This design comes from an exercise in tuning for small area, a short achievable clock period and few clock cycles per item on the open sky130 flow, not from production work. In this exercise RTL edits were held to simulation tests only and were not proved equivalent to the original. Power is estimated from default activity; no workload was simulated. The flow treats the clock pin as an ideal source, which a real chip does not have.

## job 104
==> flow/design.v <==
package dmem_pkg;
  localparam int DMEM_DATA_WIDTH = 10;
  localparam int DMEM_ADDR_WIDTH = 10;
  localparam int DMEM_DEPTH = 256;
endpackage
module dm_nor2 (input logic a, input logic b, output logic y);
  assign y = !(a || b);
endmodule
module dm_nand2 (input logic a, input logic b, output logic y);
  assign y = !(a && b);
endmodule
module dm_nand4 (input logic a, input logic b, input logic c, input logic d, output logic y);
  assign y = !(a && b && c && d);
endmodule
module dm_nor4 (input logic a, input logic b, input logic c, input logic d, output logic y);
  assign y = !(a || b || c || d);
endmodule
module dm_aoi22 (input logic a1, a2, b1, b2, output logic y);
  assign y = !((a1 && a2) || (b1 && b2));
endmodule
module dm_or8 (input logic [7:0] a, input logic [7:0] b, output logic y);
  logic [3:0] t;
  for (genvar i = 0; i < 4; i++) begin : g_t
    assign t[i] = !((a[2*i] && b[2*i]) || (a[2*i+1] && b[2*i+1]));
  end
  assign y = !(&t);
endmodule
module dm_read_bit (
  input  logic [255:0] sel,
  input  logic [255:0] bits,
  output logic [3:0]   p
);
  logic [31:0] z;
  logic [15:0] u;
  for (genvar i = 0; i < 32; i++) begin : g_or8
    dm_or8 u_or8 (.a(sel[8*i+7:8*i]), .b(bits[8*i+7:8*i]), .y(z[i]));
  end
  for (genvar j = 0; j < 16; j++) begin : g_nor
    dm_nor2 u_nor (.a(z[2*j]), .b(z[2*j+1]), .y(u[j]));
  end
  for (genvar k = 0; k < 4; k++) begin : g_nand2
    dm_nand4 u_nand (.a(u[4*k]), .b(u[4*k+1]), .c(u[4*k+2]), .d(u[4*k+3]), .y(p[k]));
  end
endmodule
module data_memory_responder #(
  parameter int DATA_WIDTH = dmem_pkg::DMEM_DATA_WIDTH,
  parameter int ADDR_WIDTH = dmem_pkg::DMEM_ADDR_WIDTH,
  parameter int DEPTH = dmem_pkg::DMEM_DEPTH
) (
  input  logic                  CLK,
  input  logic                  RESET,
  input  logic                  Req_Valid_IN,
  output logic                  Req_Ready_OUT,
  input  logic                  Req_Write_IN,
  input  logic [ADDR_WIDTH-1:0] Req_Address_IN,
  input  logic [DATA_WIDTH-1:0] Req_Data_IN,
  output logic                  Resp_Valid_OUT,
  input  logic                  Resp_Ready_IN,
  output logic [DATA_WIDTH-1:0] Resp_Data_OUT,
  output logic                  Resp_Error_OUT,
  output logic                  Busy_OUT
);
  localparam int NG = 16;
  logic v1, e1;
  logic [NG-1:0] lor_n;    
  logic [NG-1:0] low_n;    
  logic [NG-1:0] hir_n;    
  logic [NG-1:0] hiw_n;    
  logic [DATA_WIDTH-1:0] d1;
  logic v2, e2;
  logic [DATA_WIDTH-1:0][3:0] p1, p2;
  logic vo, vk;
  logic [DATA_WIDTH-1:0] od, kd, rd_resp;
  logic oe, ke;
  logic accept, take, adv1, adv2, free2, in_range, room;
  logic full_q, busy_q, v1_d, v2_d, vo_d, vk_d;
  logic [DEPTH-1:0] rsel, wsel;
  logic [DATA_WIDTH-1:0] mem [DEPTH];
  assign Req_Ready_OUT = !full_q;
  assign room = !(v1 && v2 && vk);
  assign accept = Req_Valid_IN && room;
  assign take = vo && Resp_Ready_IN;
  assign adv2 = v2 && (!vk || take);
  assign free2 = !v2 || adv2;
  assign adv1 = v1 && free2;
  assign Resp_Valid_OUT = vo;
  assign Resp_Data_OUT = od;
  assign Resp_Error_OUT = oe;
  assign Busy_OUT = busy_q;
  assign in_range = Req_Address_IN[ADDR_WIDTH-1:8] == '0;
  always_ff @(posedge CLK) begin
    if (room) begin
      for (int g = 0; g < NG; g++) begin
        lor_n[g] <= Req_Address_IN[3:0] != 4'(g);
        low_n[g] <= !(Req_Write_IN && Req_Address_IN[3:0] == 4'(g));
        hir_n[g] <= !(!Req_Write_IN && in_range && Req_Address_IN[7:4] == 4'(g));
      end
      d1 <= Req_Data_IN;
      e1 <= !in_range;
    end
  end
  always_ff @(posedge CLK or negedge RESET)
    if (!RESET) hiw_n <= '1;
    else if (room)
      for (int g = 0; g < NG; g++)
        hiw_n[g] <= !(Req_Valid_IN && Req_Write_IN && in_range && Req_Address_IN[7:4] == 4'(g));
  for (genvar w = 0; w < DEPTH; w++) begin : g_sel
    dm_nor2 u_rsel (.a(lor_n[w % NG]), .b(hir_n[w / NG]), .y(rsel[w]));
    dm_nor2 u_wsel (.a(low_n[w % NG]), .b(hiw_n[w / NG]), .y(wsel[w]));
  end
  always_ff @(posedge CLK)
    for (int w = 0; w < DEPTH; w++) if (wsel[w]) mem[w] <= d1;
  for (genvar b = 0; b < DATA_WIDTH; b++) begin : g_rd
    logic [DEPTH-1:0] bits;
    for (genvar w = 0; w < DEPTH; w++) begin : g_w
      assign bits[w] = mem[w][b];
    end
    dm_read_bit u_rd (.sel(rsel), .bits(bits), .p(p1[b]));
    assign rd_resp[b] = |p2[b];
  end
  always_ff @(posedge CLK)
    if (free2) begin
      p2 <= p1;
      e2 <= e1;
    end
  always_ff @(posedge CLK) begin
    if (!vo || Resp_Ready_IN) begin
      od <= vk ? kd : rd_resp;
      oe <= vk ? ke : e2;
    end
    if (!vk || Resp_Ready_IN) begin
      kd <= rd_resp;
      ke <= e2;
    end
  end
  assign v1_d = accept || (v1 && !adv1);
  assign v2_d = adv1 || (v2 && !adv2);
  assign vo_d = take ? (vk || adv2) : (vo || adv2);
  assign vk_d = take ? (vk && adv2) : (vk || (vo && adv2));
  always_ff @(posedge CLK or negedge RESET)
    if (!RESET) begin
      v1 <= 1'b0;
      v2 <= 1'b0;
      vo <= 1'b0;
      vk <= 1'b0;
      full_q <= 1'b0;
      busy_q <= 1'b0;
    end else begin
      v1 <= v1_d;
      v2 <= v2_d;
      vo <= vo_d;
      vk <= vk_d;
      full_q <= v1_d && v2_d && vk_d;
      busy_q <= v1_d || v2_d || vo_d;
    end
endmodule
export LEC_CHECK = 0
export CAP_MARGIN = 20
export CORE_MARGIN = 2
export CORE_UTILIZATION = 40
export CTS_BUF_LIST = sky130_fd_sc_hd__clkbuf_16
export CTS_CLUSTER_DIAMETER = 100
export CTS_CLUSTER_SIZE = 30
export SETUP_SLACK_MARGIN = 2.5
export SLEW_MARGIN = 20
export SYNTH_HIERARCHICAL = 1
export SYNTH_MINIMUM_KEEP_SIZE = 0
create_clock -name core_clock -period 5.0 [get_ports {CLK}]
standard.sh (not shown) runs the stock make flow with config.mk's settings and CLKGATE_MAP_FILE= SYNTH_SCRIPT=/design/flow/synth_recipe.tcl, a recipe that flattens the netlist after the stock synthesis.
==> flow/flow/run.sh <==
#!/bin/bash
# Layout flow: the standard flow (standard.sh, with the standard synthesis), changed in two
# ways: the ports get sky130_fd_sc_hd__buf_4 buffers instead of the delay buffers that
# buffer_ports picks by default, and clock-tree synthesis runs with the clustering and buffer
# settings from config.mk but without dummy loads. Each step's full log is in
# orfs/logs/<platform>/data_memory_responder/base/; make's own output goes to standard.log here.
set -euo pipefail
export BUFFER_PORTS_ARGS="-buffer_cell sky130_fd_sc_hd__buf_4"
export CTS_ARGS="-sink_clustering_enable -repair_clock_nets -sink_clustering_size 30 -sink_clustering_max_diameter 100 -buf_list sky130_fd_sc_hd__clkbuf_16 -dont_use_dummy_load"
bash standard.sh > standard.log 2>&1
Testbench counts of job 104, summed over its fixed seeds: cycles 24,024, items 24,000.
[inputs] job 101 vs job 104
--- a/flow/design.v
+++ b/flow/design.v
@@ -72,12 +72,12 @@
   logic vo, vk;
   logic [DATA_WIDTH-1:0] od, kd, rd_resp;
   logic oe, ke;
   logic accept, take, adv1, adv2, free2, in_range, room;
-  logic full_q, busy_q, v1_d, v2_d, vo_d, vk_d;
+  logic ready_q, busy_q, v1_d, v2_d, vo_d, vk_d;
   logic [DEPTH-1:0] rsel, wsel;
   logic [DATA_WIDTH-1:0] mem [DEPTH];
-  assign Req_Ready_OUT = !full_q;
+  assign Req_Ready_OUT = ready_q;
   assign room = !(v1 && v2 && vk);
   assign accept = Req_Valid_IN && room;
   assign take = vo && Resp_Ready_IN;
   assign adv2 = v2 && (!vk || take);
@@ -142,15 +142,15 @@
       v1 <= 1'b0;
       v2 <= 1'b0;
       vo <= 1'b0;
       vk <= 1'b0;
-      full_q <= 1'b0;
+      ready_q <= 1'b1;
       busy_q <= 1'b0;
     end else begin
       v1 <= v1_d;
       v2 <= v2_d;
       vo <= vo_d;
       vk <= vk_d;
-      full_q <= v1_d && v2_d && vk_d;
+      ready_q <= !(v1_d && v2_d && vk_d);
       busy_q <= v1_d || v2_d || vo_d;
     end
 endmodule
Findings:
Of job 104 and job 101, the lower shortest clock period the worst path allows after layout belongs to job 104. Job 101 vs. job 104: diode insertion count for antenna repair increased 2; data required time of the worst path decreased 1.41 ns; utilization essentially unchanged. Diff job 104 -> job 101 | data arrival time of the worst path | decrease of 1.31 ns. Changes observed in job 101 relative to job 104: proportion of power drawn by the clock network held; hold slack went down 0.020 ns; synthesized area held. Looking at combinational share of power across job 104 and job 101, the one that comes out higher is job 104. On synthesized netlist cell count, job 101 tracks job 104 almost exactly. Job 101 -> job 104: number of synthesized flops with an enable pin delta 0, exact match. Share of the clock period used by the worst path after layout is lower on job 104.
Testbench counts of job 101, summed over its fixed seeds: cycles 24,024, items 24,000.

re-timing with driven ports:
In the flow no input, the clock included, has a driving cell. The finished layouts below were timed again as built, in two steps.
Step 1: set_driving_cell puts a clkbuf_16 on CLK and a buf_2 on each other input, an assumption about the parent block.
Step 2 also shifts input and output timing later by t, the mid clock arrival at the registers, as if the neighbouring blocks saw the same clock.
a / b / c = no drivers / after step 1 / after step 2; a / b = the first two.
run	t (ns)	slack for setup (ns)	clock arrival spread, ns	worst slew at a driven data input, ns
job 104	0.861	2.481 / 2.455 / 2.359	0.088 / 0.089	0.14
job 101	0.869	2.394 / 2.298 / 2.179	0.107 / 0.107	0.18
After both steps setup and hold are still met in every run listed. For job 101, which loses most, drivers alone change the setup slack by -0.096 ns; drivers and shift together by -0.215 ns.
